From an optimization exercise on the open Yosys and OpenROAD flow, aimed at small area; shortcuts taken in it are not production practice.
In this exercise RTL edits were held to simulation tests only and were not proved equivalent to the original.
Power and IR drop assume default switching activity.

==> tundra: inputs <==
// dmem_responder
module dmem_responder #(
    parameter int ADDR_WIDTH  = 6,
    parameter int WAIT_CYCLES = 1
) (
    input  logic        clk,
    input  logic        reset_n,
    input  logic        req_valid,
    output logic        req_ready,
    input  logic        req_write,
    input  logic [1:0]  req_size,
    input  logic        req_signed,
    input  logic [31:0] req_addr,
    input  logic [31:0] req_wdata,
    output logic        resp_valid,
    output logic [31:0] resp_rdata,
    output logic        resp_error
);
export LEC_CHECK = 0
export CAP_MARGIN = 10
export CORE_MARGIN = 2
export CORE_UTILIZATION = 50
export GPL_TIMING_DRIVEN = 0
export PLACE_DENSITY = 0.6
export SLEW_MARGIN = 10
create_clock -name core_clock -period 10.0 [get_ports {clk}]
standard.sh (not shown) runs the stock make flow with config.mk's settings and CLKGATE_MAP_FILE= SYNTH_SCRIPT=/design/flow/synth_recipe.tcl, a recipe that flattens the netlist after the stock synthesis.
==> flow/flow/run.sh <==
#!/bin/bash
# Layout flow: the standard ORFS flow (standard.sh) run on flow/mapped.v, a
# hand-mapped form of the RTL with the same registers, with small port
# buffers and a clock tree of small buffers.
set -euo pipefail
M=$PWD/flow/mapped.v
CTS="-sink_clustering_enable -repair_clock_nets -dont_use_dummy_load -buf_list {sky130_fd_sc_hd__clkbuf_8} -sink_clustering_size 22 -sink_clustering_max_diameter 60"
bash standard.sh VERILOG_FILES="$M" \
  BUFFER_PORTS_ARGS="-buffer_cell sky130_fd_sc_hd__buf_1" \
  CTS_ARGS="$CTS" \
  finish > flow_make.log 2>&1
==> flow/flow/mapped.v <==
// Hand-mapped version of rtl/dmem_responder.sv for the layout flow: the
// storage update gates and the load word multiplexer are placed as library
// cells; the small control and alignment logic is left to synthesis.
// Register names and kinds match the standard synthesis of the RTL.
module dmem_responder #(
    parameter int ADDR_WIDTH  = 6,
    parameter int WAIT_CYCLES = 1
) (
    input  logic        clk,
    input  logic        reset_n,
    input  logic        req_valid,
    output logic        req_ready,
    input  logic        req_write,
    input  logic [1:0]  req_size,
    input  logic        req_signed,
    input  logic [31:0] req_addr,
    input  logic [31:0] req_wdata,
    output logic        resp_valid,
    output logic [31:0] resp_rdata,
    output logic        resp_error
);

    logic wait_q, resp_q;
    logic idle, idle_b;

    assign idle   = ~(wait_q | resp_q);
    assign idle_b = ~(wait_q ^ resp_q);

    always_ff @(posedge clk or negedge reset_n) begin
        if (!reset_n) begin
            wait_q <= 1'b0;
            resp_q <= 1'b0;
        end else begin
            wait_q <= idle & req_valid;
            resp_q <= wait_q;
        end
    end

    assign req_ready  = idle;
    assign resp_valid = resp_q;

    logic req_err;
    assign req_err = (req_size == 2'b11)
                  || (req_size == 2'b01 && req_addr[0])
                  || (req_size == 2'b10 && req_addr[1:0] != 2'b00)
                  || (req_addr[31:6] != 26'd0);

    logic [5:0] addr_q;
    logic       err_q, rdok_q, byte_q, word_q, sx_q;

    always_ff @(posedge clk) begin
        if (idle) begin
            addr_q <= req_addr[5:0];
            err_q  <= req_err;
            rdok_q <= ~req_write & ~req_err;
            byte_q <= (req_size == 2'b00);
            word_q <= (req_size == 2'b10);
            sx_q   <= req_signed;
        end
    end

    assign resp_error = err_q;

    // ---------------- store path ----------------
    logic [3:0]  lane_en;
    logic [31:0] lane_wd;
    logic        vw;
    logic [3:0]  lset_n, lkeep;
    logic [15:0] row_p, row_n;

    always_comb begin
        case (req_size)
            2'b00:   lane_en = 4'b0001 << req_addr[1:0];
            2'b01:   lane_en = req_addr[1] ? 4'b1100 : 4'b0011;
            default: lane_en = 4'b1111;
        endcase
        lane_wd[7:0]   = req_wdata[7:0];
        lane_wd[15:8]  = (req_size == 2'b00) ? req_wdata[7:0] : req_wdata[15:8];
        lane_wd[23:16] = req_size[1] ? req_wdata[23:16] : req_wdata[7:0];
        lane_wd[31:24] = req_size[1] ? req_wdata[31:24]
                       : req_size[0] ? req_wdata[15:8] : req_wdata[7:0];
        vw = req_valid & reset_n & req_write & ~req_err;
        for (int l = 0; l < 4; l++) begin
            lset_n[l] = ~(idle & vw & lane_en[l]);
            lkeep[l]  = idle_b & vw & lane_en[l];
        end
        for (int k = 0; k < 16; k++) begin
            row_p[k] = (req_addr[5:2] == 4'(k));
            row_n[k] = ~(req_addr[5:2] == 4'(k));
        end
    end

    logic [511:0] mem_q, mem_d;
    logic [63:0]  set_b, keep_b;

    for (genvar k = 0; k < 16; k++) begin : g_w
        for (genvar l = 0; l < 4; l++) begin : g_l
            sky130_fd_sc_hd__nor2_1  u_set  (.A(row_n[k]), .B(lset_n[l]), .Y(set_b[4*k+l]));
            sky130_fd_sc_hd__nand2_1 u_keep (.A(row_p[k]), .B(lkeep[l]),  .Y(keep_b[4*k+l]));
            for (genvar j = 0; j < 8; j++) begin : g_b
                sky130_fd_sc_hd__a22o_1 u_upd (
                    .A1(mem_q[32*k+8*l+j]), .A2(keep_b[4*k+l]),
                    .B1(lane_wd[8*l+j]),    .B2(set_b[4*k+l]),
                    .X(mem_d[32*k+8*l+j]));
            end
        end
    end

    always_ff @(posedge clk)
        mem_q <= mem_d;

    // ---------------- load path ----------------
    // Row selects, one copy per output byte lane: rsel_c[c][k] drives the
    // load multiplexer of bits 8c..8c+7.
    logic [3:0]  rhi_n, rlo_n;
    logic [15:0] rsel_c [4];
    always_comb
        for (int i = 0; i < 4; i++) begin
            rhi_n[i] = ~(rdok_q & (addr_q[5:4] == 2'(i)));
            rlo_n[i] = ~(addr_q[3:2] == 2'(i));
        end
    for (genvar c = 0; c < 4; c++) begin : g_rc
        for (genvar k = 0; k < 16; k++) begin : g_rk
            sky130_fd_sc_hd__nor2_1 u_rs (.A(rhi_n[k/4]), .B(rlo_n[k%4]), .Y(rsel_c[c][k]));
        end
    end

    logic [31:0] word_n;
    for (genvar b = 0; b < 32; b++) begin : g_rd
        logic [5:0] y;
        logic [1:0] z;
        for (genvar g = 0; g < 5; g++) begin : g_g
            sky130_fd_sc_hd__a222oi_1 u_aoi (
                .A1(mem_q[32*(3*g)+b]),   .A2(rsel_c[b/8][3*g]),
                .B1(mem_q[32*(3*g+1)+b]), .B2(rsel_c[b/8][3*g+1]),
                .C1(mem_q[32*(3*g+2)+b]), .C2(rsel_c[b/8][3*g+2]),
                .Y(y[g]));
        end
        sky130_fd_sc_hd__nand2_1 u_n15 (.A(mem_q[32*15+b]), .B(rsel_c[b/8][15]), .Y(y[5]));
        sky130_fd_sc_hd__nand3_1 u_z0 (.A(y[0]), .B(y[1]), .C(y[2]), .Y(z[0]));
        sky130_fd_sc_hd__nand3_1 u_z1 (.A(y[3]), .B(y[4]), .C(y[5]), .Y(z[1]));
        sky130_fd_sc_hd__nor2_1  u_w  (.A(z[0]), .B(z[1]), .Y(word_n[b]));
    end

    logic [31:0] word;
    logic [7:0]  lo, hi;
    logic        ext;

    always_comb begin
        word = ~word_n;
        case (addr_q[1:0])
            2'b00: lo = word[7:0];
            2'b01: lo = word[15:8];
            2'b10: lo = word[23:16];
            2'b11: lo = word[31:24];
        endcase
        hi  = addr_q[1] ? word[31:24] : word[15:8];
        ext = sx_q & (byte_q ? lo[7] : hi[7]);
        resp_rdata[7:0]   = lo;
        resp_rdata[15:8]  = byte_q ? {8{ext}} : hi;
        resp_rdata[31:16] = word_q ? word[31:16] : {16{ext}};
    end

endmodule
==> inputs of maple, as changes to tundra <==
==> flow/flow/run.sh (replaced) <==
#!/bin/bash
# Layout flow: the standard ORFS flow (standard.sh) run on flow/mapped.v, a
# hand-mapped form of the RTL with the same registers, with small port
# buffers and a clock tree of small buffers.
set -euo pipefail
M=$PWD/flow/mapped.v
CTS="-sink_clustering_enable -repair_clock_nets -dont_use_dummy_load -buf_list {sky130_fd_sc_hd__clkbuf_16} -tree_buf sky130_fd_sc_hd__clkbuf_8 -root_buf sky130_fd_sc_hd__clkbuf_8 -sink_clustering_size 30 -sink_clustering_max_diameter 70"
bash standard.sh VERILOG_FILES="$M" \
  BUFFER_PORTS_ARGS="-buffer_cell sky130_fd_sc_hd__buf_1" \
  CTS_ARGS="$CTS" \
  finish > flow_make.log 2>&1
--- a/flow/flow/mapped.v
+++ b/flow/flow/mapped.v
@@ -62,11 +62,15 @@
     assign resp_error = err_q;
 
     // ---------------- store path ----------------
+    // Each stored bit takes (bit & keep) | (wdm & roww): wdm is the lane's
+    // store data already gated by the lane's write enable, roww the word
+    // decode, keep the byte's hold condition.
     logic [3:0]  lane_en;
-    logic [31:0] lane_wd;
     logic        vw;
-    logic [3:0]  lset_n, lkeep;
-    logic [15:0] row_p, row_n;
+    logic [3:0]  ls, lkeep;
+    logic [7:0]  wsel;
+    logic [3:0]  whi_n, wlo_n;
+    logic [15:0] row_c [2];
 
     always_comb begin
         case (req_size)
@@ -74,33 +78,53 @@
             2'b01:   lane_en = req_addr[1] ? 4'b1100 : 4'b0011;
             default: lane_en = 4'b1111;
         endcase
-        lane_wd[7:0]   = req_wdata[7:0];
-        lane_wd[15:8]  = (req_size == 2'b00) ? req_wdata[7:0] : req_wdata[15:8];
-        lane_wd[23:16] = req_size[1] ? req_wdata[23:16] : req_wdata[7:0];
-        lane_wd[31:24] = req_size[1] ? req_wdata[31:24]
-                       : req_size[0] ? req_wdata[15:8] : req_wdata[7:0];
         vw = req_valid & reset_n & req_write & ~req_err;
         for (int l = 0; l < 4; l++) begin
-            lset_n[l] = ~(idle & vw & lane_en[l]);
-            lkeep[l]  = idle_b & vw & lane_en[l];
+            ls[l]    = idle & vw & lane_en[l];
+            lkeep[l] = idle_b & vw & lane_en[l];
         end
-        for (int k = 0; k < 16; k++) begin
-            row_p[k] = (req_addr[5:2] == 4'(k));
-            row_n[k] = ~(req_addr[5:2] == 4'(k));
+        // data source selects per lane
+        wsel[0] = ls[0];
+        wsel[1] = ls[1] & (req_size == 2'b00);
+        wsel[2] = ls[1] & (req_size != 2'b00);
+        wsel[3] = ls[2] & ~req_size[1];
+        wsel[4] = ls[2] & req_size[1];
+        wsel[5] = ls[3] & (req_size == 2'b00);
+        wsel[6] = ls[3] & (req_size == 2'b01);
+        wsel[7] = ls[3] & req_size[1];
+        for (int i = 0; i < 4; i++) begin
+            whi_n[i] = ~(req_addr[5:4] == 2'(i));
+            wlo_n[i] = ~(req_addr[3:2] == 2'(i));
         end
     end
 
+    logic [31:0] wdm;
+    logic [7:0]  w3_n;
+    for (genvar j = 0; j < 8; j++) begin : g_wd
+        sky130_fd_sc_hd__and2_1 u_w0 (.A(req_wdata[j]), .B(wsel[0]), .X(wdm[j]));
+        sky130_fd_sc_hd__a22o_1 u_w1 (.A1(req_wdata[j]), .A2(wsel[1]),
+                                      .B1(req_wdata[8+j]), .B2(wsel[2]), .X(wdm[8+j]));
+        sky130_fd_sc_hd__a22o_1 u_w2 (.A1(req_wdata[j]), .A2(wsel[3]),
+                                      .B1(req_wdata[16+j]), .B2(wsel[4]), .X(wdm[16+j]));
+        sky130_fd_sc_hd__a222oi_1 u_w3n (.A1(req_wdata[j]), .A2(wsel[5]),
+                                         .B1(req_wdata[8+j]), .B2(wsel[6]),
+                                         .C1(req_wdata[24+j]), .C2(wsel[7]), .Y(w3_n[j]));
+        sky130_fd_sc_hd__inv_2 u_w3 (.A(w3_n[j]), .Y(wdm[24+j]));
+    end
+
     logic [511:0] mem_q, mem_d;
-    logic [63:0]  set_b, keep_b;
+    logic [63:0]  keep_b;
 
     for (genvar k = 0; k < 16; k++) begin : g_w
+        for (genvar h = 0; h < 2; h++) begin : g_h
+            sky130_fd_sc_hd__nor2_2 u_row (.A(whi_n[k/4]), .B(wlo_n[k%4]), .Y(row_c[h][k]));
+        end
         for (genvar l = 0; l < 4; l++) begin : g_l
-            sky130_fd_sc_hd__nor2_1  u_set  (.A(row_n[k]), .B(lset_n[l]), .Y(set_b[4*k+l]));
-            sky130_fd_sc_hd__nand2_1 u_keep (.A(row_p[k]), .B(lkeep[l]),  .Y(keep_b[4*k+l]));
+            sky130_fd_sc_hd__nand2_1 u_keep (.A(row_c[l/2][k]), .B(lkeep[l]), .Y(keep_b[4*k+l]));
             for (genvar j = 0; j < 8; j++) begin : g_b
                 sky130_fd_sc_hd__a22o_1 u_upd (
                     .A1(mem_q[32*k+8*l+j]), .A2(keep_b[4*k+l]),
-                    .B1(lane_wd[8*l+j]),    .B2(set_b[4*k+l]),
+                    .B1(wdm[8*l+j]),        .B2(row_c[l/2][k]),
                     .X(mem_d[32*k+8*l+j]));
             end
         end
@@ -142,23 +166,26 @@
         sky130_fd_sc_hd__nor2_1  u_w  (.A(z[0]), .B(z[1]), .Y(word_n[b]));
     end
 
-    logic [31:0] word;
-    logic [7:0]  lo, hi;
-    logic        ext;
-
+    // Alignment, on the inverted word: hi_n is the odd byte for a halfword
+    // or word, lo2_n the even byte, lo the addressed byte.
+    logic [7:0] hi_n, lo2_n, lo;
+    logic       byte_n, word_n_q, ext_n;
+    for (genvar j = 0; j < 8; j++) begin : g_al
+        sky130_fd_sc_hd__mux2_1  u_hi  (.A0(word_n[8+j]), .A1(word_n[24+j]), .S(addr_q[1]), .X(hi_n[j]));
+        sky130_fd_sc_hd__mux2_1  u_lo2 (.A0(word_n[j]),   .A1(word_n[16+j]), .S(addr_q[1]), .X(lo2_n[j]));
+        sky130_fd_sc_hd__mux2i_1 u_lo  (.A0(lo2_n[j]),    .A1(hi_n[j]),      .S(addr_q[0]), .Y(lo[j]));
+        sky130_fd_sc_hd__o22ai_1 u_o1  (.A1(hi_n[j]), .A2(byte_q), .B1(ext_n), .B2(byte_n),
+                                        .Y(resp_rdata[8+j]));
+    end
+    for (genvar j = 16; j < 32; j++) begin : g_up
+        sky130_fd_sc_hd__o22ai_1 u_o2 (.A1(word_n[j]), .A2(word_n_q), .B1(ext_n), .B2(word_q),
+                                       .Y(resp_rdata[j]));
+    end
     always_comb begin
-        word = ~word_n;
-        case (addr_q[1:0])
-            2'b00: lo = word[7:0];
-            2'b01: lo = word[15:8];
-            2'b10: lo = word[23:16];
-            2'b11: lo = word[31:24];
-        endcase
-        hi  = addr_q[1] ? word[31:24] : word[15:8];
-        ext = sx_q & (byte_q ? lo[7] : hi[7]);
-        resp_rdata[7:0]   = lo;
-        resp_rdata[15:8]  = byte_q ? {8{ext}} : hi;
-        resp_rdata[31:16] = word_q ? word[31:16] : {16{ext}};
+        byte_n   = ~byte_q;
+        word_n_q = ~word_q;
+        ext_n    = ~(sx_q & (byte_q ? lo[7] : ~hi_n[7]));
     end
+    assign resp_rdata[7:0] = lo;
 
 endmodule
- CAP_MARGIN: 10 -> 20
- CORE_UTILIZATION: 50 -> 65
- PLACE_DENSITY: 0.6 -> 0.75
- SLEW_MARGIN: 10 -> 20
==> inputs of xenon, as changes to tundra <==
==> flow/flow/run.sh (replaced) <==
#!/bin/bash
# Layout flow: the standard ORFS flow (standard.sh) run on flow/mapped.v, a
# hand-mapped form of the RTL with the same registers, with small port
# buffers and a clock tree of small buffers.
set -euo pipefail
M=$PWD/flow/mapped.v
CTS="-sink_clustering_enable -repair_clock_nets -dont_use_dummy_load -buf_list {sky130_fd_sc_hd__clkbuf_4 sky130_fd_sc_hd__clkbuf_8} -sink_clustering_size 20 -sink_clustering_max_diameter 50"
bash standard.sh VERILOG_FILES="$M" \
  BUFFER_PORTS_ARGS="-buffer_cell sky130_fd_sc_hd__buf_1" \
  CTS_ARGS="$CTS" \
  finish > flow_make.log 2>&1
--- a/flow/flow/mapped.v
+++ b/flow/flow/mapped.v
@@ -110,20 +110,10 @@
         mem_q <= mem_d;
 
     // ---------------- load path ----------------
-    // Row selects, one copy per output byte lane: rsel_c[c][k] drives the
-    // load multiplexer of bits 8c..8c+7.
-    logic [3:0]  rhi_n, rlo_n;
-    logic [15:0] rsel_c [4];
+    logic [15:0] rsel;
     always_comb
-        for (int i = 0; i < 4; i++) begin
-            rhi_n[i] = ~(rdok_q & (addr_q[5:4] == 2'(i)));
-            rlo_n[i] = ~(addr_q[3:2] == 2'(i));
-        end
-    for (genvar c = 0; c < 4; c++) begin : g_rc
-        for (genvar k = 0; k < 16; k++) begin : g_rk
-            sky130_fd_sc_hd__nor2_1 u_rs (.A(rhi_n[k/4]), .B(rlo_n[k%4]), .Y(rsel_c[c][k]));
-        end
-    end
+        for (int k = 0; k < 16; k++)
+            rsel[k] = rdok_q & (addr_q[5:2] == 4'(k));
 
     logic [31:0] word_n;
     for (genvar b = 0; b < 32; b++) begin : g_rd
@@ -131,12 +121,12 @@
         logic [1:0] z;
         for (genvar g = 0; g < 5; g++) begin : g_g
             sky130_fd_sc_hd__a222oi_1 u_aoi (
-                .A1(mem_q[32*(3*g)+b]),   .A2(rsel_c[b/8][3*g]),
-                .B1(mem_q[32*(3*g+1)+b]), .B2(rsel_c[b/8][3*g+1]),
-                .C1(mem_q[32*(3*g+2)+b]), .C2(rsel_c[b/8][3*g+2]),
+                .A1(mem_q[32*(3*g)+b]),   .A2(rsel[3*g]),
+                .B1(mem_q[32*(3*g+1)+b]), .B2(rsel[3*g+1]),
+                .C1(mem_q[32*(3*g+2)+b]), .C2(rsel[3*g+2]),
                 .Y(y[g]));
         end
-        sky130_fd_sc_hd__nand2_1 u_n15 (.A(mem_q[32*15+b]), .B(rsel_c[b/8][15]), .Y(y[5]));
+        sky130_fd_sc_hd__nand2_1 u_n15 (.A(mem_q[32*15+b]), .B(rsel[15]), .Y(y[5]));
         sky130_fd_sc_hd__nand3_1 u_z0 (.A(y[0]), .B(y[1]), .C(y[2]), .Y(z[0]));
         sky130_fd_sc_hd__nand3_1 u_z1 (.A(y[3]), .B(y[4]), .C(y[5]), .Y(z[1]));
         sky130_fd_sc_hd__nor2_1  u_w  (.A(z[0]), .B(z[1]), .Y(word_n[b]));
- CAP_MARGIN: 10 -> 20
- CORE_UTILIZATION: 50 -> 65
- PLACE_DENSITY: 0.6 -> 0.75
- SLEW_MARGIN: 10 -> 20
==> inputs of garnet, as changes to tundra <==
==> flow/flow/run.sh (replaced) <==
#!/bin/bash
# Layout flow: the standard ORFS flow (standard.sh) run on flow/mapped.v, a
# hand-mapped form of the RTL with the same registers, with small port
# buffers and a clock tree of small buffers.
set -euo pipefail
M=$PWD/flow/mapped.v
CTS="-sink_clustering_enable -repair_clock_nets -dont_use_dummy_load -buf_list {sky130_fd_sc_hd__clkbuf_4 sky130_fd_sc_hd__clkbuf_8} -sink_clustering_size 20 -sink_clustering_max_diameter 50"
bash standard.sh VERILOG_FILES="$M" \
  BUFFER_PORTS_ARGS="-buffer_cell sky130_fd_sc_hd__buf_1" \
  CTS_ARGS="$CTS" \
  finish > flow_make.log 2>&1
- CAP_MARGIN: 10 -> 20
- SLEW_MARGIN: 10 -> 20
==> notes <==
Combinational power: maple < xenon < tundra < garnet. Between maple and garnet, the lower sequential share of layout area is in garnet (gap 1.3 points). Of maple and garnet, garnet has the higher maximum frequency (gap 9.4%, measured against garnet). The highest power belongs to garnet, the lowest to maple.

[port drivers added, routing unchanged]
The results above use ideal ports. As a check the final layouts listed here were re-extracted and re-timed, cells and wires unchanged. Step 1 sets driving cells, clkbuf_16 on the clock port and buf_2 on the other inputs (assumed; they add their load-dependent delay and slew). Step 2 adds t to the input delays and takes it off the output delays; t is the mean of the earliest and latest rising clock arrival at the registers after step 1. Input paths then give back, and output paths get back, about the clock's delay inside the block. Three values: ideal ports, drivers, drivers and shift; two values: the first two.
run	t, ns	slack for setup (ns)	hold WS [ns]	worst setup path at the end	slew at the worst register clock pin (ns)
tundra	0.645	3.366 / 3.309 / 3.955	0.401 / 0.401 / 0.401	register to output	0.12 / 0.12
maple	0.705	2.678 / 2.629 / 3.334	0.384 / 0.384 / 0.384	register to output	0.12 / 0.12
xenon	0.618	3.464 / 3.414 / 4.032	0.391 / 0.391 / 0.391	register to output	0.12 / 0.12
garnet	0.655	3.368 / 3.312 / 3.967	0.384 / 0.384 / 0.384	register to output	0.12 / 0.12
After both steps setup and hold are still met in every run listed.
